This is an optimization exercise on Yosys and OpenROAD, whose aim is small area and a short achievable clock period, not a production implementation. In this exercise RTL edits were held to simulation tests only and were not proved equivalent to the original. No activity file was given, so power comes from the tool's default toggle rates.

$ cat run.sh
#!/bin/bash
# synth_recipe.tcl (not shown) runs the flow's synth.tcl, then flattens the netlist and writes it again
# the make line also repeats each setting of config.mk as NAME=value (left out here)
make -C /OpenROAD-flow-scripts/flow DESIGN_CONFIG=/design/flow/config.mk WORK_HOME=/design/flow/orfs CLKGATE_MAP_FILE= SYNTH_SCRIPT=/design/flow/synth_recipe.tcl finish
$ cat constraint.sdc
create_clock -name core_clock -period 8.0 [get_ports {clk}]
set_input_delay 1.6000 -clock core_clock [delete_from_list [all_inputs] [get_ports {clk}]]
set_output_delay 1.6000 -clock core_clock [all_outputs]
set_load 0.01 [all_outputs]
$ cat config.mk
export PLATFORM = sky130hd
export DESIGN_NAME = mac_top
export DESIGN_NICKNAME = mac_top
export VERILOG_FILES = /design/flow/design.v
export SDC_FILE = /design/flow/constraint.sdc
export NUM_CORES = 4
export LEC_CHECK = 0
export CAP_MARGIN = 20
export CORE_MARGIN = 2
export CORE_UTILIZATION = 65
export CTS_CLUSTER_DIAMETER = 100
export CTS_CLUSTER_SIZE = 24
export SETUP_SLACK_MARGIN = 5.0
export SLEW_MARGIN = 20
$ cat design.v
`default_nettype none
package mac_pkg;
	localparam int PIXEL_W      = 16;    
	localparam int WEIGHT_W     = 16;    
	localparam int ACC_W        = 32;    
	localparam int LANES        = 4;     
	localparam int HID_DEPTH    = 16;    
	localparam int HID_ADDR_W   = 4;
	localparam int NEURONS      = 64;    
	localparam int NEURON_IDX_W = 6;
	typedef logic signed [PIXEL_W-1:0]        pixel_t;
	typedef logic [LANES*WEIGHT_W-1:0]        weight_word_t;   
	typedef logic [LANES*ACC_W-1:0]           acc_word_t;      
	typedef logic [HID_ADDR_W-1:0]            hid_addr_t;
	typedef logic [NEURON_IDX_W-1:0]          neuron_idx_t;    
endpackage
`default_nettype wire
`timescale 1ns/1ps
`default_nettype none
module input_sequencer (
	input  logic                  clk,
	input  logic                  reset,
	input  logic                  i_start,       
	input  logic                  i_valid,       
	input  mac_pkg::pixel_t       i_pixel,
	input  mac_pkg::weight_word_t i_weights,
	input  logic                  i_last,
	output logic                  o_busy,
	output logic                  o_op_valid,
	output logic [7:0]            o_one,         
	output logic [7:0]            o_two,
	output logic [7:0]            o_neg,
	output logic [7:0]            o_one_n,       
	output logic [7:0]            o_two_n,
	output logic [7:0]            o_negz,
	output mac_pkg::weight_word_t o_weights,
	output logic                  o_mask,        
	output logic                  o_clr,         
	output logic                  o_dump,        
	output logic [6:0]            o_dcnt         
);
	logic                run;
	logic                idle;            
	mac_pkg::hid_addr_t  addr;            
	logic                first;           
	logic                accept;
	logic                fin;
	assign accept = i_valid && run;
	assign fin    = accept && (addr == 4'd15) && i_last;
	always_ff @(posedge clk) begin
		if (reset) begin
			run        <= 1'b0;
			o_dump     <= 1'b0;
			o_busy     <= 1'b0;
			idle       <= 1'b1;
			o_op_valid <= 1'b0;
		end else begin
			o_op_valid <= accept;
			if (idle) begin
				if (i_start) begin
					run    <= 1'b1;
					o_busy <= 1'b1;
					idle   <= 1'b0;
				end
			end
			if (fin) begin
				run    <= 1'b0;
				o_dump <= 1'b1;
			end
			if (o_dump && o_dcnt == 7'd67) begin
				o_dump <= 1'b0;
				o_busy <= 1'b0;
				idle   <= 1'b1;
			end
		end
	end
	always_ff @(posedge clk) begin
		if (idle) begin
			addr  <= '0;
			first <= 1'b1;
		end else if (accept) begin
			addr <= addr + 1'b1;    
			if (addr == 4'd15)
				first <= 1'b0;
		end
		o_dcnt <= o_dump ? o_dcnt + 1'b1 : 7'd0;
	end
	logic [16:0] pb;
	logic [7:0]  one, two, neg;
	assign pb = {i_pixel, 1'b0};
	for (genvar i = 0; i < 8; i++) begin : g_enc
		assign one[i] = pb[2*i+1] ^ pb[2*i];
		assign two[i] = (pb[2*i+2] & ~pb[2*i+1] & ~pb[2*i]) | (~pb[2*i+2] & pb[2*i+1] & pb[2*i]);
		assign neg[i] = pb[2*i+2];
	end
	always_ff @(posedge clk) begin
		o_clr     <= i_start && idle;
		o_one     <= one;
		o_two     <= two;
		o_neg     <= neg;
		o_one_n   <= ~one;
		o_two_n   <= ~two;
		o_negz    <= neg & (one | two);
		o_weights <= i_weights;
		o_mask    <= accept && first && (addr != 4'd15);
	end
endmodule
`default_nettype wire
`timescale 1ns/1ps
`default_nettype none
module mac_lane_array (
	input  logic                  clk,
	input  logic [7:0]            i_one,      
	input  logic [7:0]            i_two,      
	input  logic [7:0]            i_neg,      
	input  logic [7:0]            i_one_n,    
	input  logic [7:0]            i_two_n,    
	input  logic [7:0]            i_negz,
	input  mac_pkg::weight_word_t i_weights,
	output mac_pkg::acc_word_t    o_row0,
	output mac_pkg::acc_word_t    o_row1,
	output mac_pkg::acc_word_t    o_row2
);
	for (genvar l = 0; l < mac_pkg::LANES; l++) begin : g_lane
		logic [15:0] a;
		logic [7:0]  one, two, neg;
		logic [31:0] row0, row1, row2;
		assign a   = i_weights[l*16 +: 16];
		if (l < 2) begin : g_pos
			assign one = i_one;
			assign two = i_two;
			assign neg = i_neg;
		end else begin : g_inv
			assign one = ~i_one_n;
			assign two = ~i_two_n;
			assign neg = i_negz;
		end
		logic k138, k140, k142, k144, k146, k148, k150, k152, k154, k156, k158, k160, k162, k164, k166, k168, k170, k172, k174, k176, k178, k180, k182, k184, k186, k188, k190, k192, k194, k196, k198, k200, k202, k204, k206, k208, k210, k212, k214, k216, k218, k220, k222, k224, k226, k228, k230, k232, k234, k236, k238, k240, k242, k244, k246, k248, k250, k252, k254, k256, k258, k260, k262, k264, k266, k268, k270, k272, k274, k276, k278, k280, k282, k284, k286, k288, k290, k292, k294, k296, k298, k300, k302, k304, p1, p2, p3, p4, p5, p6, p7, p8, p9, p10, p11, p12, p13, p14, p15, p16, p17, p18, p19, p20, p21, p22, p23, p24, p25, p26, p27, p28, p29, p30, p31, p32, p33, p34, p35, p36, p37, p38, p39, p40, p41, p42, p43, p44, p45, p46, p47, p48, p49, p50, p51, p52, p53, p54, p55, p56, p57, p58, p59, p60, p61, p62, p63, p64, p65, p66, p67, p68, p69, p70, p71, p72, p73, p74, p75, p76, p77, p78, p79, p80, p81, p82, p83, p84, p85, p86, p87, p88, p89, p90, p91, p92, p93, p94, p95, p96, p97, p98, p99, p100, p101, p102, p103, p104, p105, p106, p107, p108, p109, p110, p111, p112, p113, p114, p115, p116, p117, p118, p119, p120, p121, p122, p123, p124, p125, p126, p127, p128, p129, p130, p131, p132, p133, p134, p135, p136, s137, s139, s141, s143, s145, s147, s149, s151, s153, s155, s157, s159, s161, s163, s165, s167, s169, s171, s173, s175, s177, s179, s181, s183, s185, s187, s189, s191, s193, s195, s197, s199, s201, s203, s205, s207, s209, s211, s213, s215, s217, s219, s221, s223, s225, s227, s229, s231, s233, s235, s237, s239, s241, s243, s245, s247, s249, s251, s253, s255, s257, s259, s261, s263, s265, s267, s269, s271, s273, s275, s277, s279, s281, s283, s285, s287, s289, s291, s293, s295, s297, s299, s301, s303;
		assign p1 = (one[0] & a[0]) ^ neg[0];
		assign p2 = ((one[0] & a[1]) | (two[0] & a[0])) ^ neg[0];
		assign p3 = ((one[0] & a[2]) | (two[0] & a[1])) ^ neg[0];
		assign p4 = ((one[0] & a[3]) | (two[0] & a[2])) ^ neg[0];
		assign p5 = ((one[0] & a[4]) | (two[0] & a[3])) ^ neg[0];
		assign p6 = ((one[0] & a[5]) | (two[0] & a[4])) ^ neg[0];
		assign p7 = ((one[0] & a[6]) | (two[0] & a[5])) ^ neg[0];
		assign p8 = ((one[0] & a[7]) | (two[0] & a[6])) ^ neg[0];
		assign p9 = ((one[0] & a[8]) | (two[0] & a[7])) ^ neg[0];
		assign p10 = ((one[0] & a[9]) | (two[0] & a[8])) ^ neg[0];
		assign p11 = ((one[0] & a[10]) | (two[0] & a[9])) ^ neg[0];
		assign p12 = ((one[0] & a[11]) | (two[0] & a[10])) ^ neg[0];
		assign p13 = ((one[0] & a[12]) | (two[0] & a[11])) ^ neg[0];
		assign p14 = ((one[0] & a[13]) | (two[0] & a[12])) ^ neg[0];
		assign p15 = ((one[0] & a[14]) | (two[0] & a[13])) ^ neg[0];
		assign p16 = ((one[0] & a[15]) | (two[0] & a[14])) ^ neg[0];
		assign p17 = ~(((one[0] & a[15]) | (two[0] & a[15])) ^ neg[0]);
		assign p18 = (one[1] & a[0]) ^ neg[1];
		assign p19 = ((one[1] & a[1]) | (two[1] & a[0])) ^ neg[1];
		assign p20 = ((one[1] & a[2]) | (two[1] & a[1])) ^ neg[1];
		assign p21 = ((one[1] & a[3]) | (two[1] & a[2])) ^ neg[1];
		assign p22 = ((one[1] & a[4]) | (two[1] & a[3])) ^ neg[1];
		assign p23 = ((one[1] & a[5]) | (two[1] & a[4])) ^ neg[1];
		assign p24 = ((one[1] & a[6]) | (two[1] & a[5])) ^ neg[1];
		assign p25 = ((one[1] & a[7]) | (two[1] & a[6])) ^ neg[1];
		assign p26 = ((one[1] & a[8]) | (two[1] & a[7])) ^ neg[1];
		assign p27 = ((one[1] & a[9]) | (two[1] & a[8])) ^ neg[1];
		assign p28 = ((one[1] & a[10]) | (two[1] & a[9])) ^ neg[1];
		assign p29 = ((one[1] & a[11]) | (two[1] & a[10])) ^ neg[1];
		assign p30 = ((one[1] & a[12]) | (two[1] & a[11])) ^ neg[1];
		assign p31 = ((one[1] & a[13]) | (two[1] & a[12])) ^ neg[1];
		assign p32 = ((one[1] & a[14]) | (two[1] & a[13])) ^ neg[1];
		assign p33 = ((one[1] & a[15]) | (two[1] & a[14])) ^ neg[1];
		assign p34 = ~(((one[1] & a[15]) | (two[1] & a[15])) ^ neg[1]);
		assign p35 = (one[2] & a[0]) ^ neg[2];
		assign p36 = ((one[2] & a[1]) | (two[2] & a[0])) ^ neg[2];
		assign p37 = ((one[2] & a[2]) | (two[2] & a[1])) ^ neg[2];
		assign p38 = ((one[2] & a[3]) | (two[2] & a[2])) ^ neg[2];
		assign p39 = ((one[2] & a[4]) | (two[2] & a[3])) ^ neg[2];
		assign p40 = ((one[2] & a[5]) | (two[2] & a[4])) ^ neg[2];
		assign p41 = ((one[2] & a[6]) | (two[2] & a[5])) ^ neg[2];
		assign p42 = ((one[2] & a[7]) | (two[2] & a[6])) ^ neg[2];
		assign p43 = ((one[2] & a[8]) | (two[2] & a[7])) ^ neg[2];
		assign p44 = ((one[2] & a[9]) | (two[2] & a[8])) ^ neg[2];
		assign p45 = ((one[2] & a[10]) | (two[2] & a[9])) ^ neg[2];
		assign p46 = ((one[2] & a[11]) | (two[2] & a[10])) ^ neg[2];
		assign p47 = ((one[2] & a[12]) | (two[2] & a[11])) ^ neg[2];
		assign p48 = ((one[2] & a[13]) | (two[2] & a[12])) ^ neg[2];
		assign p49 = ((one[2] & a[14]) | (two[2] & a[13])) ^ neg[2];
		assign p50 = ((one[2] & a[15]) | (two[2] & a[14])) ^ neg[2];
		assign p51 = ~(((one[2] & a[15]) | (two[2] & a[15])) ^ neg[2]);
		assign p52 = (one[3] & a[0]) ^ neg[3];
		assign p53 = ((one[3] & a[1]) | (two[3] & a[0])) ^ neg[3];
		assign p54 = ((one[3] & a[2]) | (two[3] & a[1])) ^ neg[3];
		assign p55 = ((one[3] & a[3]) | (two[3] & a[2])) ^ neg[3];
		assign p56 = ((one[3] & a[4]) | (two[3] & a[3])) ^ neg[3];
		assign p57 = ((one[3] & a[5]) | (two[3] & a[4])) ^ neg[3];
		assign p58 = ((one[3] & a[6]) | (two[3] & a[5])) ^ neg[3];
		assign p59 = ((one[3] & a[7]) | (two[3] & a[6])) ^ neg[3];
		assign p60 = ((one[3] & a[8]) | (two[3] & a[7])) ^ neg[3];
		assign p61 = ((one[3] & a[9]) | (two[3] & a[8])) ^ neg[3];
		assign p62 = ((one[3] & a[10]) | (two[3] & a[9])) ^ neg[3];
		assign p63 = ((one[3] & a[11]) | (two[3] & a[10])) ^ neg[3];
		assign p64 = ((one[3] & a[12]) | (two[3] & a[11])) ^ neg[3];
		assign p65 = ((one[3] & a[13]) | (two[3] & a[12])) ^ neg[3];
		assign p66 = ((one[3] & a[14]) | (two[3] & a[13])) ^ neg[3];
		assign p67 = ((one[3] & a[15]) | (two[3] & a[14])) ^ neg[3];
		assign p68 = ~(((one[3] & a[15]) | (two[3] & a[15])) ^ neg[3]);
		assign p69 = (one[4] & a[0]) ^ neg[4];
		assign p70 = ((one[4] & a[1]) | (two[4] & a[0])) ^ neg[4];
		assign p71 = ((one[4] & a[2]) | (two[4] & a[1])) ^ neg[4];
		assign p72 = ((one[4] & a[3]) | (two[4] & a[2])) ^ neg[4];
		assign p73 = ((one[4] & a[4]) | (two[4] & a[3])) ^ neg[4];
		assign p74 = ((one[4] & a[5]) | (two[4] & a[4])) ^ neg[4];
		assign p75 = ((one[4] & a[6]) | (two[4] & a[5])) ^ neg[4];
		assign p76 = ((one[4] & a[7]) | (two[4] & a[6])) ^ neg[4];
		assign p77 = ((one[4] & a[8]) | (two[4] & a[7])) ^ neg[4];
		assign p78 = ((one[4] & a[9]) | (two[4] & a[8])) ^ neg[4];
		assign p79 = ((one[4] & a[10]) | (two[4] & a[9])) ^ neg[4];
		assign p80 = ((one[4] & a[11]) | (two[4] & a[10])) ^ neg[4];
		assign p81 = ((one[4] & a[12]) | (two[4] & a[11])) ^ neg[4];
		assign p82 = ((one[4] & a[13]) | (two[4] & a[12])) ^ neg[4];
		assign p83 = ((one[4] & a[14]) | (two[4] & a[13])) ^ neg[4];
		assign p84 = ((one[4] & a[15]) | (two[4] & a[14])) ^ neg[4];
		assign p85 = ~(((one[4] & a[15]) | (two[4] & a[15])) ^ neg[4]);
		assign p86 = (one[5] & a[0]) ^ neg[5];
		assign p87 = ((one[5] & a[1]) | (two[5] & a[0])) ^ neg[5];
		assign p88 = ((one[5] & a[2]) | (two[5] & a[1])) ^ neg[5];
		assign p89 = ((one[5] & a[3]) | (two[5] & a[2])) ^ neg[5];
		assign p90 = ((one[5] & a[4]) | (two[5] & a[3])) ^ neg[5];
		assign p91 = ((one[5] & a[5]) | (two[5] & a[4])) ^ neg[5];
		assign p92 = ((one[5] & a[6]) | (two[5] & a[5])) ^ neg[5];
		assign p93 = ((one[5] & a[7]) | (two[5] & a[6])) ^ neg[5];
		assign p94 = ((one[5] & a[8]) | (two[5] & a[7])) ^ neg[5];
		assign p95 = ((one[5] & a[9]) | (two[5] & a[8])) ^ neg[5];
		assign p96 = ((one[5] & a[10]) | (two[5] & a[9])) ^ neg[5];
		assign p97 = ((one[5] & a[11]) | (two[5] & a[10])) ^ neg[5];
		assign p98 = ((one[5] & a[12]) | (two[5] & a[11])) ^ neg[5];
		assign p99 = ((one[5] & a[13]) | (two[5] & a[12])) ^ neg[5];
		assign p100 = ((one[5] & a[14]) | (two[5] & a[13])) ^ neg[5];
		assign p101 = ((one[5] & a[15]) | (two[5] & a[14])) ^ neg[5];
		assign p102 = ~(((one[5] & a[15]) | (two[5] & a[15])) ^ neg[5]);
		assign p103 = (one[6] & a[0]) ^ neg[6];
		assign p104 = ((one[6] & a[1]) | (two[6] & a[0])) ^ neg[6];
		assign p105 = ((one[6] & a[2]) | (two[6] & a[1])) ^ neg[6];
		assign p106 = ((one[6] & a[3]) | (two[6] & a[2])) ^ neg[6];
		assign p107 = ((one[6] & a[4]) | (two[6] & a[3])) ^ neg[6];
		assign p108 = ((one[6] & a[5]) | (two[6] & a[4])) ^ neg[6];
		assign p109 = ((one[6] & a[6]) | (two[6] & a[5])) ^ neg[6];
		assign p110 = ((one[6] & a[7]) | (two[6] & a[6])) ^ neg[6];
		assign p111 = ((one[6] & a[8]) | (two[6] & a[7])) ^ neg[6];
		assign p112 = ((one[6] & a[9]) | (two[6] & a[8])) ^ neg[6];
		assign p113 = ((one[6] & a[10]) | (two[6] & a[9])) ^ neg[6];
		assign p114 = ((one[6] & a[11]) | (two[6] & a[10])) ^ neg[6];
		assign p115 = ((one[6] & a[12]) | (two[6] & a[11])) ^ neg[6];
		assign p116 = ((one[6] & a[13]) | (two[6] & a[12])) ^ neg[6];
		assign p117 = ((one[6] & a[14]) | (two[6] & a[13])) ^ neg[6];
		assign p118 = ((one[6] & a[15]) | (two[6] & a[14])) ^ neg[6];
		assign p119 = ~(((one[6] & a[15]) | (two[6] & a[15])) ^ neg[6]);
		assign p120 = (one[7] & a[0]) ^ neg[7];
		assign p121 = ((one[7] & a[1]) | (two[7] & a[0])) ^ neg[7];
		assign p122 = ((one[7] & a[2]) | (two[7] & a[1])) ^ neg[7];
		assign p123 = ((one[7] & a[3]) | (two[7] & a[2])) ^ neg[7];
		assign p124 = ((one[7] & a[4]) | (two[7] & a[3])) ^ neg[7];
		assign p125 = ((one[7] & a[5]) | (two[7] & a[4])) ^ neg[7];
		assign p126 = ((one[7] & a[6]) | (two[7] & a[5])) ^ neg[7];
		assign p127 = ((one[7] & a[7]) | (two[7] & a[6])) ^ neg[7];
		assign p128 = ((one[7] & a[8]) | (two[7] & a[7])) ^ neg[7];
		assign p129 = ((one[7] & a[9]) | (two[7] & a[8])) ^ neg[7];
		assign p130 = ((one[7] & a[10]) | (two[7] & a[9])) ^ neg[7];
		assign p131 = ((one[7] & a[11]) | (two[7] & a[10])) ^ neg[7];
		assign p132 = ((one[7] & a[12]) | (two[7] & a[11])) ^ neg[7];
		assign p133 = ((one[7] & a[13]) | (two[7] & a[12])) ^ neg[7];
		assign p134 = ((one[7] & a[14]) | (two[7] & a[13])) ^ neg[7];
		assign p135 = ((one[7] & a[15]) | (two[7] & a[14])) ^ neg[7];
		assign p136 = ~(((one[7] & a[15]) | (two[7] & a[15])) ^ neg[7]);
		assign s137 = p11 ^ p26;
		assign k138 = p11 & p26;
		assign s139 = p12 ^ p27;
		assign k140 = p12 & p27;
		assign s141 = p13 ^ p28 ^ p43;
		assign k142 = (p13 & p28) | (p13 & p43) | (p28 & p43);
		assign s143 = p58 ^ p73;
		assign k144 = p58 & p73;
		assign s145 = p14 ^ p29 ^ p44;
		assign k146 = (p14 & p29) | (p14 & p44) | (p29 & p44);
		assign s147 = p59 ^ p74;
		assign k148 = p59 & p74;
		assign s149 = p15 ^ p30 ^ p45;
		assign k150 = (p15 & p30) | (p15 & p45) | (p30 & p45);
		assign s151 = p60 ^ p75 ^ p90;
		assign k152 = (p60 & p75) | (p60 & p90) | (p75 & p90);
		assign s153 = p105 ^ p120;
		assign k154 = p105 & p120;
		assign s155 = p16 ^ p31 ^ p46;
		assign k156 = (p16 & p31) | (p16 & p46) | (p31 & p46);
		assign s157 = p61 ^ p76 ^ p91;
		assign k158 = (p61 & p76) | (p61 & p91) | (p76 & p91);
		assign s159 = p106 ^ p121;
		assign k160 = p106 & p121;
		assign s161 = p17 ^ p32 ^ p47;
		assign k162 = (p17 & p32) | (p17 & p47) | (p32 & p47);
		assign s163 = p62 ^ p77 ^ p92;
		assign k164 = (p62 & p77) | (p62 & p92) | (p77 & p92);
		assign s165 = p107 ^ p122 ^ 1'b1;
		assign k166 = (p107 & p122) | (p107 & 1'b1) | (p122 & 1'b1);
		assign s167 = p33 ^ p48 ^ p63;
		assign k168 = (p33 & p48) | (p33 & p63) | (p48 & p63);
		assign s169 = p78 ^ p93 ^ p108;
		assign k170 = (p78 & p93) | (p78 & p108) | (p93 & p108);
		assign s171 = p123 ^ 1'b1;
		assign k172 = p123 & 1'b1;
		assign s173 = p34 ^ p49 ^ p64;
		assign k174 = (p34 & p49) | (p34 & p64) | (p49 & p64);
		assign s175 = p79 ^ p94 ^ p109;
		assign k176 = (p79 & p94) | (p79 & p109) | (p94 & p109);
		assign s177 = p50 ^ p65 ^ p80;
		assign k178 = (p50 & p65) | (p50 & p80) | (p65 & p80);
		assign s179 = p95 ^ p110;
		assign k180 = p95 & p110;
		assign s181 = p51 ^ p66 ^ p81;
		assign k182 = (p51 & p66) | (p51 & p81) | (p66 & p81);
		assign s183 = p67 ^ p82;
		assign k184 = p67 & p82;
		assign s185 = p7 ^ p22;
		assign k186 = p7 & p22;
		assign s187 = p8 ^ p23;
		assign k188 = p8 & p23;
		assign s189 = p9 ^ p24 ^ p39;
		assign k190 = (p9 & p24) | (p9 & p39) | (p24 & p39);
		assign s191 = p54 ^ p69;
		assign k192 = p54 & p69;
		assign s193 = p10 ^ p25 ^ p40;
		assign k194 = (p10 & p25) | (p10 & p40) | (p25 & p40);
		assign s195 = p55 ^ p70;
		assign k196 = p55 & p70;
		assign s197 = s137 ^ p41 ^ p56;
		assign k198 = (s137 & p41) | (s137 & p56) | (p41 & p56);
		assign s199 = p71 ^ p86 ^ neg[5];
		assign k200 = (p71 & p86) | (p71 & neg[5]) | (p86 & neg[5]);
		assign s201 = s139 ^ p42 ^ p57;
		assign k202 = (s139 & p42) | (s139 & p57) | (p42 & p57);
		assign s203 = p72 ^ p87 ^ k138;
		assign k204 = (p72 & p87) | (p72 & k138) | (p87 & k138);
		assign s205 = s141 ^ s143 ^ p88;
		assign k206 = (s141 & s143) | (s141 & p88) | (s143 & p88);
		assign s207 = p103 ^ neg[6] ^ k140;
		assign k208 = (p103 & neg[6]) | (p103 & k140) | (neg[6] & k140);
		assign s209 = s145 ^ s147 ^ p89;
		assign k210 = (s145 & s147) | (s145 & p89) | (s147 & p89);
		assign s211 = p104 ^ k142 ^ k144;
		assign k212 = (p104 & k142) | (p104 & k144) | (k142 & k144);
		assign s213 = s149 ^ s151 ^ s153;
		assign k214 = (s149 & s151) | (s149 & s153) | (s151 & s153);
		assign s215 = neg[7] ^ k146 ^ k148;
		assign k216 = (neg[7] & k146) | (neg[7] & k148) | (k146 & k148);
		assign s217 = s155 ^ s157 ^ s159;
		assign k218 = (s155 & s157) | (s155 & s159) | (s157 & s159);
		assign s219 = k150 ^ k152 ^ k154;
		assign k220 = (k150 & k152) | (k150 & k154) | (k152 & k154);
		assign s221 = s161 ^ s163 ^ s165;
		assign k222 = (s161 & s163) | (s161 & s165) | (s163 & s165);
		assign s223 = k156 ^ k158 ^ k160;
		assign k224 = (k156 & k158) | (k156 & k160) | (k158 & k160);
		assign s225 = s167 ^ s169 ^ s171;
		assign k226 = (s167 & s169) | (s167 & s171) | (s169 & s171);
		assign s227 = k162 ^ k164 ^ k166;
		assign k228 = (k162 & k164) | (k162 & k166) | (k164 & k166);
		assign s229 = s173 ^ s175 ^ p124;
		assign k230 = (s173 & s175) | (s173 & p124) | (s175 & p124);
		assign s231 = k168 ^ k170 ^ k172;
		assign k232 = (k168 & k170) | (k168 & k172) | (k170 & k172);
		assign s233 = s177 ^ s179 ^ p125;
		assign k234 = (s177 & s179) | (s177 & p125) | (s179 & p125);
		assign s235 = 1'b1 ^ k174 ^ k176;
		assign k236 = (1'b1 & k174) | (1'b1 & k176) | (k174 & k176);
		assign s237 = s181 ^ p96 ^ p111;
		assign k238 = (s181 & p96) | (s181 & p111) | (p96 & p111);
		assign s239 = p126 ^ k178 ^ k180;
		assign k240 = (p126 & k178) | (p126 & k180) | (k178 & k180);
		assign s241 = s183 ^ p97 ^ p112;
		assign k242 = (s183 & p97) | (s183 & p112) | (p97 & p112);
		assign s243 = p127 ^ 1'b1 ^ k182;
		assign k244 = (p127 & 1'b1) | (p127 & k182) | (1'b1 & k182);
		assign s245 = p68 ^ p83 ^ p98;
		assign k246 = (p68 & p83) | (p68 & p98) | (p83 & p98);
		assign s247 = p113 ^ p128 ^ k184;
		assign k248 = (p113 & p128) | (p113 & k184) | (p128 & k184);
		assign s249 = p84 ^ p99 ^ p114;
		assign k250 = (p84 & p99) | (p84 & p114) | (p99 & p114);
		assign s251 = p129 ^ 1'b1;
		assign k252 = p129 & 1'b1;
		assign s253 = p85 ^ p100 ^ p115;
		assign k254 = (p85 & p100) | (p85 & p115) | (p100 & p115);
		assign s255 = p101 ^ p116;
		assign k256 = p101 & p116;
		assign s257 = p5 ^ p20;
		assign k258 = p5 & p20;
		assign s259 = p6 ^ p21;
		assign k260 = p6 & p21;
		assign s261 = s185 ^ p37 ^ p52;
		assign k262 = (s185 & p37) | (s185 & p52) | (p37 & p52);
		assign s263 = s187 ^ p38 ^ p53;
		assign k264 = (s187 & p38) | (s187 & p53) | (p38 & p53);
		assign s265 = s189 ^ s191 ^ neg[4];
		assign k266 = (s189 & s191) | (s189 & neg[4]) | (s191 & neg[4]);
		assign s267 = s193 ^ s195 ^ k190;
		assign k268 = (s193 & s195) | (s193 & k190) | (s195 & k190);
		assign s269 = s197 ^ s199 ^ k194;
		assign k270 = (s197 & s199) | (s197 & k194) | (s199 & k194);
		assign s271 = s201 ^ s203 ^ k198;
		assign k272 = (s201 & s203) | (s201 & k198) | (s203 & k198);
		assign s273 = s205 ^ s207 ^ k202;
		assign k274 = (s205 & s207) | (s205 & k202) | (s207 & k202);
		assign s275 = s209 ^ s211 ^ k206;
		assign k276 = (s209 & s211) | (s209 & k206) | (s211 & k206);
		assign s277 = s213 ^ s215 ^ k210;
		assign k278 = (s213 & s215) | (s213 & k210) | (s215 & k210);
		assign s279 = s217 ^ s219 ^ k214;
		assign k280 = (s217 & s219) | (s217 & k214) | (s219 & k214);
		assign s281 = s221 ^ s223 ^ k218;
		assign k282 = (s221 & s223) | (s221 & k218) | (s223 & k218);
		assign s283 = s225 ^ s227 ^ k222;
		assign k284 = (s225 & s227) | (s225 & k222) | (s227 & k222);
		assign s285 = s229 ^ s231 ^ k226;
		assign k286 = (s229 & s231) | (s229 & k226) | (s231 & k226);
		assign s287 = s233 ^ s235 ^ k230;
		assign k288 = (s233 & s235) | (s233 & k230) | (s235 & k230);
		assign s289 = s237 ^ s239 ^ k234;
		assign k290 = (s237 & s239) | (s237 & k234) | (s239 & k234);
		assign s291 = s241 ^ s243 ^ k238;
		assign k292 = (s241 & s243) | (s241 & k238) | (s243 & k238);
		assign s293 = s245 ^ s247 ^ k242;
		assign k294 = (s245 & s247) | (s245 & k242) | (s247 & k242);
		assign s295 = s249 ^ s251 ^ k246;
		assign k296 = (s249 & s251) | (s249 & k246) | (s251 & k246);
		assign s297 = s253 ^ p130 ^ k250;
		assign k298 = (s253 & p130) | (s253 & k250) | (p130 & k250);
		assign s299 = s255 ^ p131 ^ 1'b1;
		assign k300 = (s255 & p131) | (s255 & 1'b1) | (p131 & 1'b1);
		assign s301 = p102 ^ p117 ^ p132;
		assign k302 = (p102 & p117) | (p102 & p132) | (p117 & p132);
		assign s303 = p118 ^ p133;
		assign k304 = p118 & p133;
		assign row0 = {1'b1, p136, p135, p119, s303, s301, s299, s297, s295, s293, s291, s289, s287, s285, s283, s281, s279, s277, s275, s273, s271, s269, s267, s265, s263, s261, s259, s257, p4, p3, p2, p1};
		assign row1 = {1'b0, 1'b0, 1'b1, p134, 1'b1, k256, k254, k252, k248, k244, k240, k236, k232, k228, k224, k220, k216, k212, k208, k204, k200, k196, k192, k188, k186, neg[3], p36, p35, p19, p18, 1'b0, neg[0]};
		assign row2 = {1'b0, 1'b0, 1'b0, k304, k302, k300, k298, k296, k294, k292, k290, k288, k286, k284, k282, k280, k278, k276, k274, k272, k270, k268, k266, k264, k262, k260, k258, neg[2], 1'b0, neg[1], 1'b0, 1'b0};
		always_ff @(posedge clk) begin
			o_row0[l*32 +: 32] <= row0;
			o_row1[l*32 +: 32] <= row1;
			o_row2[l*32 +: 32] <= row2;
		end
	end
endmodule
`default_nettype wire
`timescale 1ns/1ps
`default_nettype none
module hidden_ram (
	input  logic               clk,
	input  logic               i_shift,
	input  logic               i_mask,      
	input  logic               i_clr,       
	input  mac_pkg::acc_word_t i_row0,      
	input  mac_pkg::acc_word_t i_row1,
	input  mac_pkg::acc_word_t i_row2,
	output mac_pkg::acc_word_t o_head
);
	localparam int W = mac_pkg::LANES * mac_pkg::ACC_W;
	logic [mac_pkg::HID_DEPTH*W-1:0] ring;    
	mac_pkg::acc_word_t              sum;      
	logic [3*mac_pkg::LANES-1:0]     sum_c;    
	logic [3*mac_pkg::LANES-1:0]     tail_c;   
	mac_pkg::acc_word_t              tail;     
	assign o_head = ring[W-1:0];
	for (genvar l = 0; l < mac_pkg::LANES; l++) begin : g_lane
		logic [31:0] acc, r0, r1, r2, x1, y1, x, y, t, tc;
		logic        c3;
		assign acc = o_head[l*32 +: 32];
		assign r0  = i_row0[l*32 +: 32];
		assign r1  = i_row1[l*32 +: 32];
		assign r2  = i_row2[l*32 +: 32];
		assign x1  = acc ^ r0 ^ r1;
		assign y1  = {(acc[30:0] & r0[30:0]) | (acc[30:0] & r1[30:0]) | (r0[30:0] & r1[30:0]), 1'b0};
		assign x   = x1 ^ y1 ^ r2;
		assign y   = {(x1[30:0] & y1[30:0]) | (x1[30:0] & r2[30:0]) | (y1[30:0] & r2[30:0]), 1'b0};
		assign {sum_c[3*l],   sum[l*32    +: 8]} = {1'b0, x[ 7: 0]} + {1'b0, y[ 7: 0]};
		assign {sum_c[3*l+1], sum[l*32+8  +: 8]} = {1'b0, x[15: 8]} + {1'b0, y[15: 8]};
		assign {sum_c[3*l+2], sum[l*32+16 +: 8]} = {1'b0, x[23:16]} + {1'b0, y[23:16]};
		assign {c3,           sum[l*32+24 +: 8]} = {1'b0, x[31:24]} + {1'b0, y[31:24]};
		assign t  = ring[(mac_pkg::HID_DEPTH-1)*W + l*32 +: 32];
		assign tc = {7'd0, tail_c[3*l+2], 7'd0, tail_c[3*l+1], 7'd0, tail_c[3*l], 8'd0};
		assign tail[l*32 +: 32] = t + tc;
	end
	always_ff @(posedge clk) begin
		if (i_shift) begin
			ring[mac_pkg::HID_DEPTH*W-1:W] <= {sum, tail, ring[(mac_pkg::HID_DEPTH-1)*W-1:2*W]};
			tail_c <= sum_c;
		end
	end
	always_ff @(posedge clk) begin
		if (i_clr)
			ring[W-1:0] <= '0;
		else if (i_shift)
			ring[W-1:0] <= i_mask ? '0 : ring[2*W-1:W];
	end
endmodule
`default_nettype wire
`timescale 1ns/1ps
`default_nettype none
module result_reader (
	input  logic                        clk,
	input  logic                        reset,
	input  logic                        i_dump,
	input  logic [6:0]                  i_dcnt,
	input  mac_pkg::acc_word_t          i_head,
	output logic                        o_rotate_next,   
	output logic                        o_valid,
	output mac_pkg::neuron_idx_t        o_index,
	output logic signed [mac_pkg::ACC_W-1:0] o_value,
	output logic                        o_done
);
	logic [6:0] k;
	assign k = i_dcnt - 7'd3;
	assign o_rotate_next = i_dump && (i_dcnt[1:0] == 2'd1) && (i_dcnt >= 7'd5) && (i_dcnt <= 7'd65);
	always_ff @(posedge clk) begin
		if (reset) begin
			o_valid <= 1'b0;
			o_done  <= 1'b0;
		end else begin
			o_valid <= i_dump && (i_dcnt >= 7'd3) && (i_dcnt <= 7'd66);
			o_done  <= i_dump && (i_dcnt == 7'd66);
		end
	end
	always_ff @(posedge clk) begin
		o_index <= k[5:0];
		o_value <= i_head[k[1:0]*mac_pkg::ACC_W +: mac_pkg::ACC_W];
	end
endmodule
`default_nettype wire
`timescale 1ns/1ps
`default_nettype none
module mac_top (
	input  logic                        clk,
	input  logic                        reset,
	input  logic                        i_start,
	input  logic                        i_valid,
	input  mac_pkg::pixel_t             i_pixel,
	input  mac_pkg::weight_word_t       i_weights,
	input  logic                        i_last,
	output logic                        o_busy,
	output logic                        o_valid,
	output mac_pkg::neuron_idx_t        o_index,
	output logic signed [mac_pkg::ACC_W-1:0] o_value,
	output logic                        o_done
);
	logic                  op_valid;
	logic [7:0]            op_one, op_two, op_neg;
	logic [7:0]            op_one_n, op_two_n, op_negz;
	mac_pkg::weight_word_t op_weights;
	logic                  op_mask;
	logic                  clr;
	logic                  dump;
	logic [6:0]            dcnt;
	mac_pkg::acc_word_t    prow0, prow1, prow2;
	logic                  shift;
	logic                  pr_mask;
	mac_pkg::acc_word_t    head;
	logic                  rotate_next;
	input_sequencer seq_i (
		.clk        (clk),
		.reset      (reset),
		.i_start    (i_start),
		.i_valid    (i_valid),
		.i_pixel    (i_pixel),
		.i_weights  (i_weights),
		.i_last     (i_last),
		.o_busy     (o_busy),
		.o_op_valid (op_valid),
		.o_one      (op_one),
		.o_two      (op_two),
		.o_neg      (op_neg),
		.o_one_n    (op_one_n),
		.o_two_n    (op_two_n),
		.o_negz     (op_negz),
		.o_weights  (op_weights),
		.o_mask     (op_mask),
		.o_clr      (clr),
		.o_dump     (dump),
		.o_dcnt     (dcnt)
	);
	mac_lane_array mac_i (
		.clk       (clk),
		.i_one     (op_one),
		.i_two     (op_two),
		.i_neg     (op_neg),
		.i_one_n   (op_one_n),
		.i_two_n   (op_two_n),
		.i_negz    (op_negz),
		.i_weights (op_weights),
		.o_row0    (prow0),
		.o_row1    (prow1),
		.o_row2    (prow2)
	);
	always_ff @(posedge clk) begin
		if (reset)
			shift <= 1'b0;
		else
			shift <= op_valid || rotate_next;
		pr_mask <= op_mask;
	end
	hidden_ram ram_i (
		.clk     (clk),
		.i_shift  (shift),
		.i_mask   (pr_mask),
		.i_clr    (clr),
		.i_row0   (prow0),
		.i_row1   (prow1),
		.i_row2   (prow2),
		.o_head  (head)
	);
	result_reader rd_i (
		.clk      (clk),
		.reset    (reset),
		.i_dump   (dump),
		.i_dcnt   (dcnt),
		.i_head   (head),
		.o_rotate_next (rotate_next),
		.o_valid  (o_valid),
		.o_index  (o_index),
		.o_value  (o_value),
		.o_done   (o_done)
	);
endmodule
`default_nettype wire
==> results of run 1 <==
-- synthesized netlist by cell type (all sizes together) (2+ instances only) --
library cell / count
a22oi: 240
a21oi: 93
o41ai: 3
dfxtp: 629
clkinv: 2
nand2: 128
and4: 6
and2: 17
mux2i: 3
xnor2: 393
o211ai: 8
a21boi: 3
a31oi: 10
nor3: 43
a21o: 16
ha: 248
nand2b: 27
and3: 17
nor2b: 70
xor2: 348
inv: 828
nor3b: 8
nand3: 42
o21a: 9
clkbuf: 240
fa: 468
mux2: 8
nor4: 10
edfxtp: 1932
a41oi: 3
mux4: 32
o22ai: 240
a211oi: 9
or3: 4
nor2: 207
or2: 4
o21bai: 14
a31o: 2
nand4: 17
a221oi: 3
a2bb2oi: 80
o21ai: 36
a41o: 3
buf: 81
-- worst register-to-register path: cells and delay by family (launching register included) --
kind,cells,cell delay [ns]
adders and majority gates,3,1.29
AOI/OAI and AO/OA,3,0.51
and+or+nand+nor,1,0.41
DFF,1,0.32
xor gates and xnor gates,1,0.15
buffers and inverters,2,0.10
-- flip-flops by register name, summed over array words and instances, names as in the netlist, 4 cells and up --
signal and flops:
ram_i.ring 2048, mac_i.o_row0 124, mac_i.o_row1 104, mac_i.o_row2 100, seq_i.o_weights 64, rd_i.o_value 32
ram_i.tail_c 12, seq_i.o_neg 8, seq_i.o_negz 8, seq_i.o_one 8, seq_i.o_one_n 8, seq_i.o_two 8
seq_i.o_two_n 8, seq_i.o_dcnt 7, rd_i.o_index 6, seq_i.addr 4
-- layout make-up --
| type | instances | share of cell area (%) |
|---|---|---|
| multi-input combinational | 2878 | 25.69 |
| inverter | 830 | 2.877 |
| timing repair buffer | 286 | 2.565 |
| sequential | 2561 | 63.39 |
| timing repair inverter | 3 | 0.01791 |
| antenna | 8 | 0.01791 |
| clock inverter | 10 | 0.1523 |
| tap | 2072 | 2.320 |
| clock buffer | 212 | 2.967 |
-- what timing repair did --
action | 4_1_cts | 5_1_grt
setup buffers | 38 | 52
pin swaps | 37 | 87
hold buffers | 0 | 0
gates resized for setup | 290 | 187
endpoints found under the setup margin | 201 | 137
gates cloned | 1 | 3
-- power groups by stage --
stage / Combinational (uW) / Clock, uW / Sequential (uW)
final: 12000 / 6760 / 16200
after global routing: 13600 / 7390 / 16300
after CTS: 11200 / 6980 / 16200
after detailed placement: 10800 / 0 / 16500
after global placement: 10500 / 0 / 16500
after floorplan: 8160 / 0 / 16400
-- logic make-up after synthesis --
group | Yosys count | share of synthesized area [%]
DFF | 2561 | 68.50
buffers and inverters | 1151 | 4.274
AOI/OAI and AO/OA | 776 | 5.223
xor gates and xnor gates | 741 | 6.296
adders and majority gates | 716 | 12.10
and+or+nand+nor | 602 | 2.791
muxes | 43 | 0.8157
-- how the worst min path moves through the flow --
stage                    to  slack [ns]  cells after the start
floorplan           pr_mask        0.31                      0
global placement    pr_mask        0.32                      0
detailed placement  pr_mask        0.32                      0
CTS                 pr_mask        0.34                      0
global route        pr_mask        0.35                      0
finish              pr_mask        0.34                      0
-- cell usage in the layout (no fill, tap or decap), types with 26 or more instances in the layout --
cell type,count
a22oi_1,240
fa_2,26
xor2_1,348
a21oi_2,44
o22ai_1,240
mux4_2,32
clkinvlp_4,27
buf_12,26
nand2b_1,27
clkbuf_16,118
inv_1,781
xnor2_1,392
a21oi_1,48
dfxtp_1,503
buf_4,108
nor2_1,207
a2bb2oi_1,69
fa_1,442
nand3_1,42
nor2b_1,65
nand2_1,128
dfxtp_2,95
dfxtp_4,31
nor3_1,39
ha_1,226
edfxtp_1,1932
clkdlybuf4s50_1,84
clkbuf_1,93
-- metal layers --
metal | up-vias | global-route usage (%) | wire length [um]
met5 | - | 0 | 32
met4 | 6 | 7.558 | 5710
met3 | 396 | 3.935 | 15280
met2 | 1867 | 37.53 | 90770
met1 | 26010 | 39.49 | 92950
li1 | 22910 | - | -
-- stage by stage --
stage | cell area [um^2] | std cells | worst slack (ns)
after floorplan | 103300 | 6590 | -7.356
after global placement | 106500 | 8536 | 4.636
after detailed placement | 106500 | 8536 | 4.556
after CTS | 110600 | 8797 | 4.831
after global routing | 111700 | 8852 | 4.890
final | 111800 | 8860 | 4.988
==> impl_metrics.csv, run 1 <==
group,metric,value,unit
timing,fin_crit,3.012,ns
critical_path,cp_slowest_cell,"fa_1",
finish,fillers,10350,
critical_path,crit_cells,10,
timing,fin_setup_tns,0,ns
placed_design,portBuffers,125,
timing,timing.hold.ws,0.3405,ns
critical_path,path_cells,"inv_1 > fa_1 > fa_1 > inv_1 > ha_1 > a21oi_2 > o211ai_1 > or4_1 > o311a_1 > xor2_1",
global_routing,antenna_found_initial,17,
floorplanning,fp-row-count,146,
power,combPwrFrac,34.4,%
timing,fmaxAchievable,332.0,MHz
logic_synthesis,syn-num-nets,7391,
clock_network,clk_pin_slew_worst_paths,0.10,ns
finish,area_growth,8.421,%
power,swShare,31.43,%
detailed_routing,routedWlPerCell,23.11,um
power,leakage,0.04092,uW
timing,relSlewSlack,31.80,%
power,pwr_density_cell,313.0,mW/mm^2
critical_path,rr_startpoint,"mac_i.o_row0[17]",
clock_network,cts-root-buf,"clkbuf_16",
logic_synthesis,async_reset_ff_share,0,%
placed_design,place_congestion,0.8522,
clock_network,htreeDepth,3,
timing,worst_slew_pin_slew,1.023,ns
power,p_int,23990,uW
logic_synthesis,synthFlopType,"edfxtp_1",
logic_synthesis,seq_area_frac_synth,68.50,%
clock_network,numClockSinks,2561,
global_routing,grt_usage,25.37,%
critical_path,regToRegSetupSlack,4.99,ns
worst_hold_path,hold_path.class,"reg2reg",
detailed_routing,ant_nets,0,
critical_path,path_class,"reg2reg",
logic_synthesis,ys_warn_count,5,
global_routing,grt_pass1_vias,50600,
critical_path,cp-end-kind,"flip-flop",
detailed_routing,wl,204700,um
logic_synthesis,synth.area.top_cells,"edfxtp_1 (56%), dfxtp_1 (12%), fa_1 (9.1%)",
finish,multi_input_area,0.02871,mm^2
worst_hold_path,hold_start,"seq_i.o_mask",
timing,finalMaxSlewViolations,0,
clock_network,cts_buffer_depth,3,
logic_synthesis,synth_cells,6590,
global_routing,grt_first_pass_wirelength,306900,um
critical_path,r2r_end,"ram_i.ring[1943]",
logic_synthesis,synth_edf_count,1932,
floorplanning,fp.dieW,402.2,um
power,p_sw,11000,uW
power,power.total,34980,uW
power,peakVddDrop,0.3983,mV
timing,hold_viol,0,
floorplanning,coreArea,0.1580,mm^2
finish,final_layout_size_suffix_gt1_share,10.21,%
critical_path,ff2ff_path_depth,10,
global_routing,overflow,0,
finish,register_area,0.07084,mm^2
critical_path,cp_top_family,"adder cells",
detailed_routing,drt-vias-per-instance,5.778,
critical_path,slowest_delay,0.52,ns
logic_synthesis,ys_ff_latch,2561,
floorplanning,dieArea,0.1618,mm^2
detailed_routing,drtIter0Drc,5004,
critical_path,critPathBufInv,2,
critical_path,crit_start,"mac_i.o_row0[17]",
critical_path,setup.worst_path.end,"ram_i.ring[1943]",
logic_synthesis,synth.distinct_cells,63,
placed_design,dp_hpwl,128300,um
finish,nets,7478,
global_routing,grt_max_degree,184,
floorplanning,die_y,402.2,um
clock_network,clk_latency,0.80,ns
detailed_routing,drc_errors,0,
timing,fin_skew,0.04921,ns
critical_path,arrival,3.57,ns
logic_synthesis,syn-cell-area,0.1031,mm^2
floorplanning,initial_utilization,65.23,%
timing,setup_viol,0,
clock_network,numCtsBuffers,117,
logic_synthesis,synth_largest_area_cell,"edfxtp_1",
critical_path,cp_max_fo,2,
timing,min_period_over_period,37.65,%
timing,rsz0062_at_grt,"true",
critical_path,cp.required,8.56,ns
floorplanning,ios,126,
critical_path,critPathLaunchType,"flip-flop",
detailed_routing,vias,51190,
finish,fin_util,70.73,%
power,power_frac_seq,46.3,%
run,drv_cap,0,
run_status,status,"finished clean",
logic_synthesis,yosysTopAreaCellShare,56.28,%
logic_synthesis,avgSynthCellArea,15.64,um^2
clock_network,cts_tree,"yes",
power,p_clk_share,19.3,%
detailed_routing,firstDrtPassIters,7,
==> run 2: changes to the inputs <==
--- a/design.v
+++ b/design.v
@@ -35,7 +35,7 @@
 	output logic [7:0]            o_negz,
 	output mac_pkg::weight_word_t o_weights,
 	output logic                  o_mask,        
-	output logic                  o_clr,         
+	output logic                  o_start,       
 	output logic                  o_dump,        
 	output logic [6:0]            o_dcnt         
 );
@@ -47,6 +47,7 @@
 	logic                fin;
 	assign accept = i_valid && run;
 	assign fin    = accept && (addr == 4'd15) && i_last;
+	assign o_start = i_start && idle;
 	always_ff @(posedge clk) begin
 		if (reset) begin
 			run        <= 1'b0;
@@ -94,7 +95,6 @@
 		assign neg[i] = pb[2*i+2];
 	end
 	always_ff @(posedge clk) begin
-		o_clr     <= i_start && idle;
 		o_one     <= one;
 		o_two     <= two;
 		o_neg     <= neg;
@@ -456,8 +456,8 @@
 module hidden_ram (
 	input  logic               clk,
 	input  logic               i_shift,
-	input  logic               i_mask,      
-	input  logic               i_clr,       
+	input  logic               i_head_load,  
+	input  logic               i_head_keep,  
 	input  mac_pkg::acc_word_t i_row0,      
 	input  mac_pkg::acc_word_t i_row1,
 	input  mac_pkg::acc_word_t i_row2,
@@ -466,13 +466,14 @@
 	localparam int W = mac_pkg::LANES * mac_pkg::ACC_W;
 	logic [mac_pkg::HID_DEPTH*W-1:0] ring;    
 	mac_pkg::acc_word_t              sum;      
-	logic [3*mac_pkg::LANES-1:0]     sum_c;    
-	logic [3*mac_pkg::LANES-1:0]     tail_c;   
+	localparam int CH = 4;                     
+	localparam int NC = 32 / CH;               
+	logic [(NC-1)*mac_pkg::LANES-1:0] sum_c;   
+	logic [(NC-1)*mac_pkg::LANES-1:0] tail_c;  
 	mac_pkg::acc_word_t              tail;     
 	assign o_head = ring[W-1:0];
 	for (genvar l = 0; l < mac_pkg::LANES; l++) begin : g_lane
 		logic [31:0] acc, r0, r1, r2, x1, y1, x, y, t, tc;
-		logic        c3;
 		assign acc = o_head[l*32 +: 32];
 		assign r0  = i_row0[l*32 +: 32];
 		assign r1  = i_row1[l*32 +: 32];
@@ -481,12 +482,16 @@
 		assign y1  = {(acc[30:0] & r0[30:0]) | (acc[30:0] & r1[30:0]) | (r0[30:0] & r1[30:0]), 1'b0};
 		assign x   = x1 ^ y1 ^ r2;
 		assign y   = {(x1[30:0] & y1[30:0]) | (x1[30:0] & r2[30:0]) | (y1[30:0] & r2[30:0]), 1'b0};
-		assign {sum_c[3*l],   sum[l*32    +: 8]} = {1'b0, x[ 7: 0]} + {1'b0, y[ 7: 0]};
-		assign {sum_c[3*l+1], sum[l*32+8  +: 8]} = {1'b0, x[15: 8]} + {1'b0, y[15: 8]};
-		assign {sum_c[3*l+2], sum[l*32+16 +: 8]} = {1'b0, x[23:16]} + {1'b0, y[23:16]};
-		assign {c3,           sum[l*32+24 +: 8]} = {1'b0, x[31:24]} + {1'b0, y[31:24]};
+		for (genvar k = 0; k < NC; k++) begin : g_chunk
+			if (k < NC - 1) begin : g_c
+				assign {sum_c[(NC-1)*l+k], sum[l*32+k*CH +: CH]} = {1'b0, x[k*CH +: CH]} + {1'b0, y[k*CH +: CH]};
+				assign tc[(k+1)*CH +: CH] = {{(CH-1){1'b0}}, tail_c[(NC-1)*l+k]};
+			end else begin : g_top
+				assign sum[l*32+k*CH +: CH] = x[k*CH +: CH] + y[k*CH +: CH];
+			end
+		end
+		assign tc[CH-1:0] = '0;
 		assign t  = ring[(mac_pkg::HID_DEPTH-1)*W + l*32 +: 32];
-		assign tc = {7'd0, tail_c[3*l+2], 7'd0, tail_c[3*l+1], 7'd0, tail_c[3*l], 8'd0};
 		assign tail[l*32 +: 32] = t + tc;
 	end
 	always_ff @(posedge clk) begin
@@ -496,10 +501,8 @@
 		end
 	end
 	always_ff @(posedge clk) begin
-		if (i_clr)
-			ring[W-1:0] <= '0;
-		else if (i_shift)
-			ring[W-1:0] <= i_mask ? '0 : ring[2*W-1:W];
+		if (i_head_load)
+			ring[W-1:0] <= ring[2*W-1:W] & {W{i_head_keep}};
 	end
 endmodule
 `default_nettype wire
@@ -556,12 +559,13 @@
 	logic [7:0]            op_one_n, op_two_n, op_negz;
 	mac_pkg::weight_word_t op_weights;
 	logic                  op_mask;
-	logic                  clr;
+	logic                  start;
+	logic                  head_load;
+	logic                  head_keep;
 	logic                  dump;
 	logic [6:0]            dcnt;
 	mac_pkg::acc_word_t    prow0, prow1, prow2;
 	logic                  shift;
-	logic                  pr_mask;
 	mac_pkg::acc_word_t    head;
 	logic                  rotate_next;
 	input_sequencer seq_i (
@@ -582,7 +586,7 @@
 		.o_negz     (op_negz),
 		.o_weights  (op_weights),
 		.o_mask     (op_mask),
-		.o_clr      (clr),
+		.o_start    (start),
 		.o_dump     (dump),
 		.o_dcnt     (dcnt)
 	);
@@ -600,17 +604,20 @@
 		.o_row2    (prow2)
 	);
 	always_ff @(posedge clk) begin
-		if (reset)
-			shift <= 1'b0;
-		else
-			shift <= op_valid || rotate_next;
-		pr_mask <= op_mask;
+		if (reset) begin
+			shift     <= 1'b0;
+			head_load <= 1'b0;
+		end else begin
+			shift     <= op_valid || rotate_next;
+			head_load <= op_valid || rotate_next || start;
+		end
+		head_keep <= !(op_mask || start);
 	end
 	hidden_ram ram_i (
 		.clk     (clk),
 		.i_shift  (shift),
-		.i_mask   (pr_mask),
-		.i_clr    (clr),
+		.i_head_load (head_load),
+		.i_head_keep (head_keep),
 		.i_row0   (prow0),
 		.i_row1   (prow1),
 		.i_row2   (prow2),
==> flow/run.sh (new file) <==
#!/bin/bash
# The standard layout (standard synthesis unchanged), with two settings
# changed on the make command line:
#  - the port buffers are buf_4 cells instead of the delay-cell buffers that
#    buffer_ports picks by default (every port still gets its own buffer);
#  - timing repair aims for 5.3 ns of setup slack at the 8 ns clock.
# The full output of the flow is kept in standard.log; ORFS writes each
# step's log under orfs/logs.
set -o pipefail
bash standard.sh "BUFFER_PORTS_ARGS=-buffer_cell sky130_fd_sc_hd__buf_4" SETUP_SLACK_MARGIN=5.3 finish > standard.log 2>&1
==> standard.sh (new file) <==
#!/bin/bash
# synth_recipe.tcl (not shown) runs the flow's synth.tcl, then flattens the netlist and writes it again
# the make line also repeats each setting of config.mk as NAME=value (left out here)
make -C /OpenROAD-flow-scripts/flow DESIGN_CONFIG=/design/flow/config.mk WORK_HOME=/design/flow/orfs CLKGATE_MAP_FILE= SYNTH_SCRIPT=/design/flow/synth_recipe.tcl "${@:-finish}"
removed: run.sh
==> run 2 against run 1 <==
  * Largest cell class unchanged
  * Die area increased by 0.65%
  * Maximum frequency increased by 3.6%
  * Sequential power about the same
==> impl_metrics.csv, run 2 <==
group,metric,value,unit
run_status,status,"finished clean",
timing,fin_skew,0.02626,ns
critical_path,critPathLaunchType,"flip-flop",
timing,min_period_over_period,36.36,%
clock_network,clk_pin_slew_worst_paths,0.09,ns
floorplanning,coreArea,0.1584,mm^2
logic_synthesis,synth_cells,6324,
finish,largestRegisters,"ram_i.ring: 2048 flops, mac_i.o_row0: 124 flops, mac_i.o_row1: 104 flops",
clock_network,clk_latency,0.78,ns
logic_synthesis,yosysTopAreaCellShare,60.08,%
floorplanning,dieArea,0.1628,mm^2
detailed_routing,drtIter0Drc,5539,
logic_synthesis,synth_edf_count,2076,
power,pwr_density_cell,290.5,mW/mm^2
floorplanning,fp.dieW,403.5,um
critical_path,path_cells,"buf_6",
logic_synthesis,synth_commonest_cells,"edfxtp_1 (2,076), inv_1 (802), dfxtp_1 (501), fa_1 (484), xnor2_1 (428)",
power,peakVddDrop,0.3221,mV
critical_path,cp_slowest_cell,"dfxtp_4",
finish,area_growth,10.53,%
floorplanning,initial_utilization,65.51,%
critical_path,cp-end-kind,"output pin",
global_routing,grt_first_pass_wirelength,304300,um
finish,largest-register,"ram_i.ring",
detailed_routing,firstDrtPassIters,9,
clock_network,cts-root-buf,"clkbuf_16",
global_routing,grt_pass1_vias,49730,
timing,fin_setup_tns,0,ns
global_routing,overflow,0,
clock_network,numClockSinks,2577,
detailed_routing,ant_nets,0,
logic_synthesis,synth_largest_area_cell,"edfxtp_1",
placed_design,portBuffers,125,
floorplanning,ios,126,
finish,instances_no_fill,8748,
power,leakage,0.04202,uW
timing,finalMaxSlewViolations,0,
logic_synthesis,synth_most_common_cell,"edfxtp_1",
logic_synthesis,async_reset_ff_share,0,%
timing,rsz0062_at_grt,"true",
detailed_routing,drt-vias-per-instance,5.754,
timing,hold_viol,0,
detailed_routing,vias,50340,
global_routing,grt_usage,25.10,%
power,power.total,33310,uW
finish,nets,7402,
critical_path,cp_max_fo,1,
placed_design,placedCellCount,8302,
clock_network,cts_buffer_depth,3,
global_routing,antenna_found_initial,19,
finish,final_layout_size_suffix_gt1_share,14.38,%
logic_synthesis,avgSynthCellArea,16.41,um^2
critical_path,slowest_delay,0.42,ns
critical_path,arrival,1.31,ns
global_routing,grt_max_degree,206,
finish,final_common_cell,"edfxtp_1",
logic_synthesis,synth.distinct_cells,56,
finish,layout_common_cells,"edfxtp_1 (2,076), inv_1 (743), fa_1 (450)",
logic_synthesis,ys_ff_latch,2577,
detailed_routing,drc_errors,0,
detailed_routing,routedWlPerCell,23.66,um
finish,fin_util,72.41,%
detailed_routing,wl,207000,um
clock_network,cts_tree,"yes",
worst_hold_path,hold_path.class,"reg2reg",
logic_synthesis,ys_warn_count,5,
critical_path,cp.required,6.40,ns
clock_network,numCtsBuffers,117,
logic_synthesis,seq_area_frac_synth,69.75,%
logic_synthesis,synthFlopType,"edfxtp_1",
timing,fin_crit,2.909,ns
floorplanning,fp-row-count,146,
timing,relSlewSlack,26.84,%
clock_network,htreeDepth,3,
timing,fmaxAchievable,343.8,MHz
timing,setup_viol,0,
floorplanning,die_y,403.5,um
logic_synthesis,syn-num-nets,7153,
logic_synthesis,syn-cell-area,0.1038,mm^2
run,drv_cap,0,
placed_design,dp_hpwl,127500,um
timing,worst_slew_pin_slew,1.097,ns
critical_path,cp_top_family,"flip-flops",
logic_synthesis,synth.area.top_cells,"edfxtp_1 (60%), dfxtp_1 (9.7%), fa_1 (9.3%)",
placed_design,place_congestion,0.8356,
critical_path,path_class,"reg2out",
critical_path,critPathBufInv,1,
finish,largest_reg_flops,2048,
## run 2: cell count changes after synthesis, moves of 30 or more
cell | before | now
dfxtp_1 | 629 | 501
edfxtp_1 | 1932 | 2076
a2bb2oi_1 | 80 | 0
xnor2_1 | 393 | 428
nor2_1 | 207 | 36
nor3_1 | 42 | 6
and2_1 | 15 | 143
buf_2 | 58 | 22
a21oi_1 | 90 | 60
a21o_1 | 16 | 46
xor2_1 | 348 | 297
nor2b_1 | 70 | 25
## run 2: cell families (layout without fill, tap and decap cells)
logic type | Yosys count | after routing | synth area share (%)
XOR/XNOR | 725 | 725 | 6.120
multiplexers | 40 | 40 | 0.7814
buffers and inverters | 1100 | 1451 | 4.013
other | 0 | 1 | 0
flip-flops | 2577 | 2577 | 69.75
adder cells (fa/ha/maj) | 744 | 744 | 12.47
AND/OR/NAND/NOR | 444 | 444 | 2.341
AO/OA/AOI/OAI | 694 | 694 | 4.521
## run 2: path summary, 6_finish.rpt
| kind | start | slack, ns | cells after the start | end |
|---|---|---|---|---|
| setup / recovery | rd_i.o_value[19] | 5.09 | 1 | o_value[19] |
| hold / removal | seq_i.o_mask | 0.38 | 1 | head_keep |
| setup reg to reg | seq_i.o_weights[45] | 5.27 | 9 | mac_i.o_row0[81] |
| hold reg to reg | seq_i.o_mask | 0.38 | 1 | head_keep |
## run 2: report_power, final
group	leakage (uW)	total, uW	switching (uW)	internal (uW)
clock	0.00162	6720	3890	2830
sequential	0.0230	16400	486	16000
combinational	0.0174	10200	5440	4720
## run 2: cell type report
cell class	count	area [um^2]
sequential	2577	72690
timing repair buffer	418	4584
timing repair inverter	8	60.06
inverter	804	3138
fill	10010	43700
clock buffer	213	3309
multi-input combinational	2647	28180
antenna	1	2.502
tap	2072	2592
clock inverter	8	122.6
## run 2: stage by stage
stage	area [um^2]	hold WS (ns)	setup slack, ns
final	114700	0.3846	5.091
after floorplan	103800	0.3290	-6.114
after CTS	112400	0.3872	5.038
after global placement	106900	0.3671	4.717
after detailed placement	106900	0.3624	4.717
after global routing	114700	0.4133	5.027
## run 2: repair_timing
action | 4_1_cts | 5_1_grt
resized for setup | 303 | 293
pin swaps | 20 | 139
cloned | 12 | 22
buffers inserted | 117 | 73
hold buffers | 0 | 0
endpoints found under the setup margin | 537 | 738
## run 2: metal layers
| layer | up-vias | GRT usage, % | wire, um | share of wire, % |
|---|---|---|---|---|
| li1 | 22410 | - | - | - |
| met1 | 25680 | 38.10 | 90300 | 44 |
| met2 | 1837 | 38.07 | 94570 | 46 |
| met3 | 391 | 4.423 | 16000 | 7.7 |
| met4 | 12 | 7.031 | 6021 | 2.9 |
| met5 | - | 0 | 80 | 0.039 |
==> run 3: changes to the inputs <==
==> flow/run.sh (replaced) <==
#!/bin/bash
# The standard layout (standard synthesis unchanged), with two settings
# changed on the make command line:
#  - the port buffers are buf_4 cells instead of the delay-cell buffers that
#    buffer_ports picks by default (every port still gets its own buffer);
#  - timing repair aims for 5.05 ns of setup slack at the 8 ns clock.
# The full output of the flow is kept in standard.log; ORFS writes each
# step's log under orfs/logs.
set -o pipefail
bash standard.sh "BUFFER_PORTS_ARGS=-buffer_cell sky130_fd_sc_hd__buf_4" SETUP_SLACK_MARGIN=5.05 finish > standard.log 2>&1
==> run 3 against run 2 <==
  * Combinational power down 7%
  * Synthesized cell count unchanged
  * Hold slack worse by 0.00064 ns
  * Highest routed layer unchanged
  * Critical path type unchanged
==> impl_metrics.csv, run 3 <==
group,metric,value,unit
floorplanning,ios,126,
logic_synthesis,synth.distinct_cells,56,
run,drv_cap,0,
critical_path,regToRegSetupSlack,5.09,ns
finish,area_growth,7.087,%
global_routing,grt_first_pass_wirelength,298500,um
placed_design,place_congestion,0.8356,
detailed_routing,ant_nets,0,
timing,setup_viol,0,
finish,largest_reg_flops,2048,
clock_network,numCtsBuffers,117,
global_routing,overflow,0,
logic_synthesis,syn-cell-area,0.1038,mm^2
timing,min_period_over_period,36.40,%
power,pwr_density_cell,293.6,mW/mm^2
timing,fin_skew,0.02795,ns
timing,fmaxAchievable,343.4,MHz
critical_path,crit_cells,1,
clock_network,clk_latency,0.77,ns
run_status,status,"finished clean",
detailed_routing,wl,197000,um
finish,final_common_cell,"edfxtp_1",
critical_path,critPathLaunchType,"flip-flop",
logic_synthesis,syn-num-nets,7153,
logic_synthesis,ys_ff_latch,2577,
timing,worst_slew_pin_slew,1.088,ns
detailed_routing,vias,49070,
clock_network,cts_tree,"yes",
logic_synthesis,ys_warn_count,5,
critical_path,rr_startpoint,"seq_i.o_one[1]",
finish,fin_util,70.15,%
clock_network,numClockSinks,2577,
logic_synthesis,synthFlopType,"edfxtp_1",
global_routing,grt_pass1_vias,49020,
logic_synthesis,synth.area.top_cells,"edfxtp_1 (60%), dfxtp_1 (9.7%), fa_1 (9.3%)",
critical_path,critPathBufInv,1,
logic_synthesis,synth_edf_count,2076,
finish,final_layout_size_suffix_gt1_share,7.857,%
detailed_routing,drc_errors,0,
timing,finalWorstSetupSlack,5.088,ns
placed_design,postPlaceCellArea,0.1069,mm^2
floorplanning,dieArea,0.1628,mm^2
logic_synthesis,synth_commonest_cells,"edfxtp_1 (2,076), inv_1 (802), dfxtp_1 (501), fa_1 (484), xnor2_1 (428)",
placed_design,portBuffers,125,
finish,layout_common_cells,"edfxtp_1 (2,076), inv_1 (781), fa_1 (483)",
detailed_routing,routedWlPerCell,22.97,um
logic_synthesis,synth_most_common_cell,"edfxtp_1",
critical_path,arrival,1.31,ns
critical_path,setup.worst_path.end,"o_value[18]",
clock_network,clk_pin_slew_worst_paths,0.09,ns
logic_synthesis,seq_area_frac_synth,69.75,%
global_routing,antenna_found_initial,19,
global_routing,grt_max_degree,206,
placed_design,dp_hpwl,127500,um
worst_hold_path,hold_path.class,"reg2reg",
logic_synthesis,avgSynthCellArea,16.41,um^2
finish,largest-register,"ram_i.ring",
timing,rsz0062_at_grt,"true",
detailed_routing,drtIter0Drc,5175,
finish,fillers,10500,
timing,finalMaxSlewViolations,0,
worst_hold_path,hold_start,"seq_i.o_mask",
logic_synthesis,yosysTopAreaCellShare,60.08,%
critical_path,r2r_end,"mac_i.o_row0[49]",
floorplanning,initial_utilization,65.51,%
critical_path,cp_max_fo,1,
critical_path,path_class,"reg2out",
critical_path,crit_start,"rd_i.o_value[18]",
timing,fin_setup_tns,0,ns
timing,fin_crit,2.912,ns
finish,nets,7231,
power,peakVddDrop,0.2956,mV
logic_synthesis,async_reset_ff_share,0,%
critical_path,cp.required,6.40,ns
timing,hold_viol,0,
floorplanning,coreArea,0.1584,mm^2
timing,relSlewSlack,27.47,%
logic_synthesis,synth_largest_area_cell,"edfxtp_1",
finish,largestRegisters,"ram_i.ring: 2048 flops, mac_i.o_row0: 124 flops, mac_i.o_row1: 104 flops",
logic_synthesis,synth_cells,6324,
clock_network,cts-root-buf,"clkbuf_16",
placed_design,placedCellCount,8302,
placed_design,pre_cts_ws,4.717,ns
critical_path,cp_top_family,"flip-flops",
finish,final_area,0.1111,mm^2
critical_path,ff2ff_path_depth,8,
critical_path,slowest_delay,0.42,ns
floorplanning,die_y,403.5,um
power,leakage,0.04072,uW
detailed_routing,drt-vias-per-instance,5.721,
critical_path,cp_slowest_cell,"dfxtp_4",
detailed_routing,firstDrtPassIters,6,
floorplanning,fp.dieW,403.5,um
clock_network,htreeDepth,3,
global_routing,grt_usage,24.53,%
floorplanning,fp-row-count,146,
finish,instances_no_fill,8577,
clock_network,cts_buffer_depth,3,
critical_path,path_cells,"buf_6",
critical_path,cp-end-kind,"output pin",
run 3: cell counts after synthesis:
No cell type changed its count.
run 3: per-layer routing:
| layer | GRT usage [%] | vias to the layer above | wire length [um] |
|---|---|---|---|
| met5 | 0 | - | 80 |
| met2 | 37.04 | 1525 | 89080 |
| met3 | 4.249 | 330 | 14060 |
| met4 | 6.190 | 12 | 4717 |
| met1 | 37.74 | 25110 | 89040 |
| li1 | - | 22090 | - |
run 3: layout make-up:
cell class | count | area (um^2) | share of cell area, %
Sequential cell | 2577 | 72480 | 65.23
Multi-Input combinational cell | 2647 | 27230 | 24.51
Clock buffer | 213 | 3309 | 2.979
Inverter | 804 | 3093 | 2.784
Tap cell | 2072 | 2592 | 2.333
Timing Repair Buffer | 255 | 2278 | 2.051
Clock inverter | 8 | 122.6 | 0.1104
Antenna cell | 1 | 2.502 | 0.002252
run 3: cell families after synthesis:
logic type / after synthesis / synth area share, %
muxes: 40 / 0.7814
buffers and inverters: 1100 / 4.013
DFF: 2577 / 69.75
and+or+nand+nor: 444 / 2.341
AOI/OAI and AO/OA: 694 / 4.521
xor gates and xnor gates: 725 / 6.120
adders and majority gates: 744 / 12.47
run 3: worst min-delay path by stage:
stage	end	slack, ns	cells after the start
detailed placement	head_keep	0.36	1
CTS	head_keep	0.39	1
finish	head_keep	0.38	1
global placement	head_keep	0.37	1
global route	head_keep	0.41	1
floorplan	mac_i.o_row1[0]	0.33	0
run 3: repair_timing:
| action | in CTS | in global routing |
|---|---|---|
| setup endpoints to repair | 71 | 131 |
| hold buffers | 0 | 0 |
| resized for setup | 55 | 49 |
| buffers inserted | 4 | 49 |
| pin swaps | 0 | 0 |
run 3: power breakdown:
part,internal [uW],total [uW],switching (uW)
combinational,4310,9480,5170
clock,2830,6710,3880
sequential,16000,16400,477
total,23100,32600,9530
run 3: stage by stage:
step	power [uW]	hold slack [ns]
3_3_place_gp	25930	0.3671
3_5_place_dp	26170	0.3624
6_report	32620	0.3839
4_1_cts	32980	0.3872
2_1_floorplan	23670	0.3290
5_1_grt	34920	0.4129

separate check: timing with driven ports:
No port has a modelled driver above. Below, the same layouts with a new extraction and two added sets of constraints.
Step 1 (the two cells are an assumption about what drives the block):
set clk [get_ports {clk}]
set_driving_cell -lib_cell sky130_fd_sc_hd__clkbuf_16 $clk
set_driving_cell -lib_cell sky130_fd_sc_hd__buf_2 [delete_from_list [all_inputs] $clk]
Step 2 times the ports against the registers' clock, not the clock port: input delays grow and output delays shrink by t, the midpoint of the rising clock arrivals with the driver on.
Slacks: no drivers / after step 1 / after step 2; pairs: no drivers / after step 1.
run | t, ns | setup WS [ns] | hold slack, ns | worst register clock-pin slew, ns
run 1 | 0.859 | 4.988 / 4.975 / 4.882 | 0.340 / 0.340 / 0.340 | 0.11 / 0.11
run 2 | 0.847 | 5.091 / 5.010 / 5.268 | 0.385 / 0.385 / 0.385 | 0.11 / 0.11
run 3 | 0.841 | 5.088 / 5.006 / 5.092 | 0.384 / 0.384 / 0.384 | 0.11 / 0.11
After both steps every run listed still meets setup and hold. The setup slack of run 1, which loses most, moves by -0.013 ns with the drivers and by -0.106 ns with both steps.
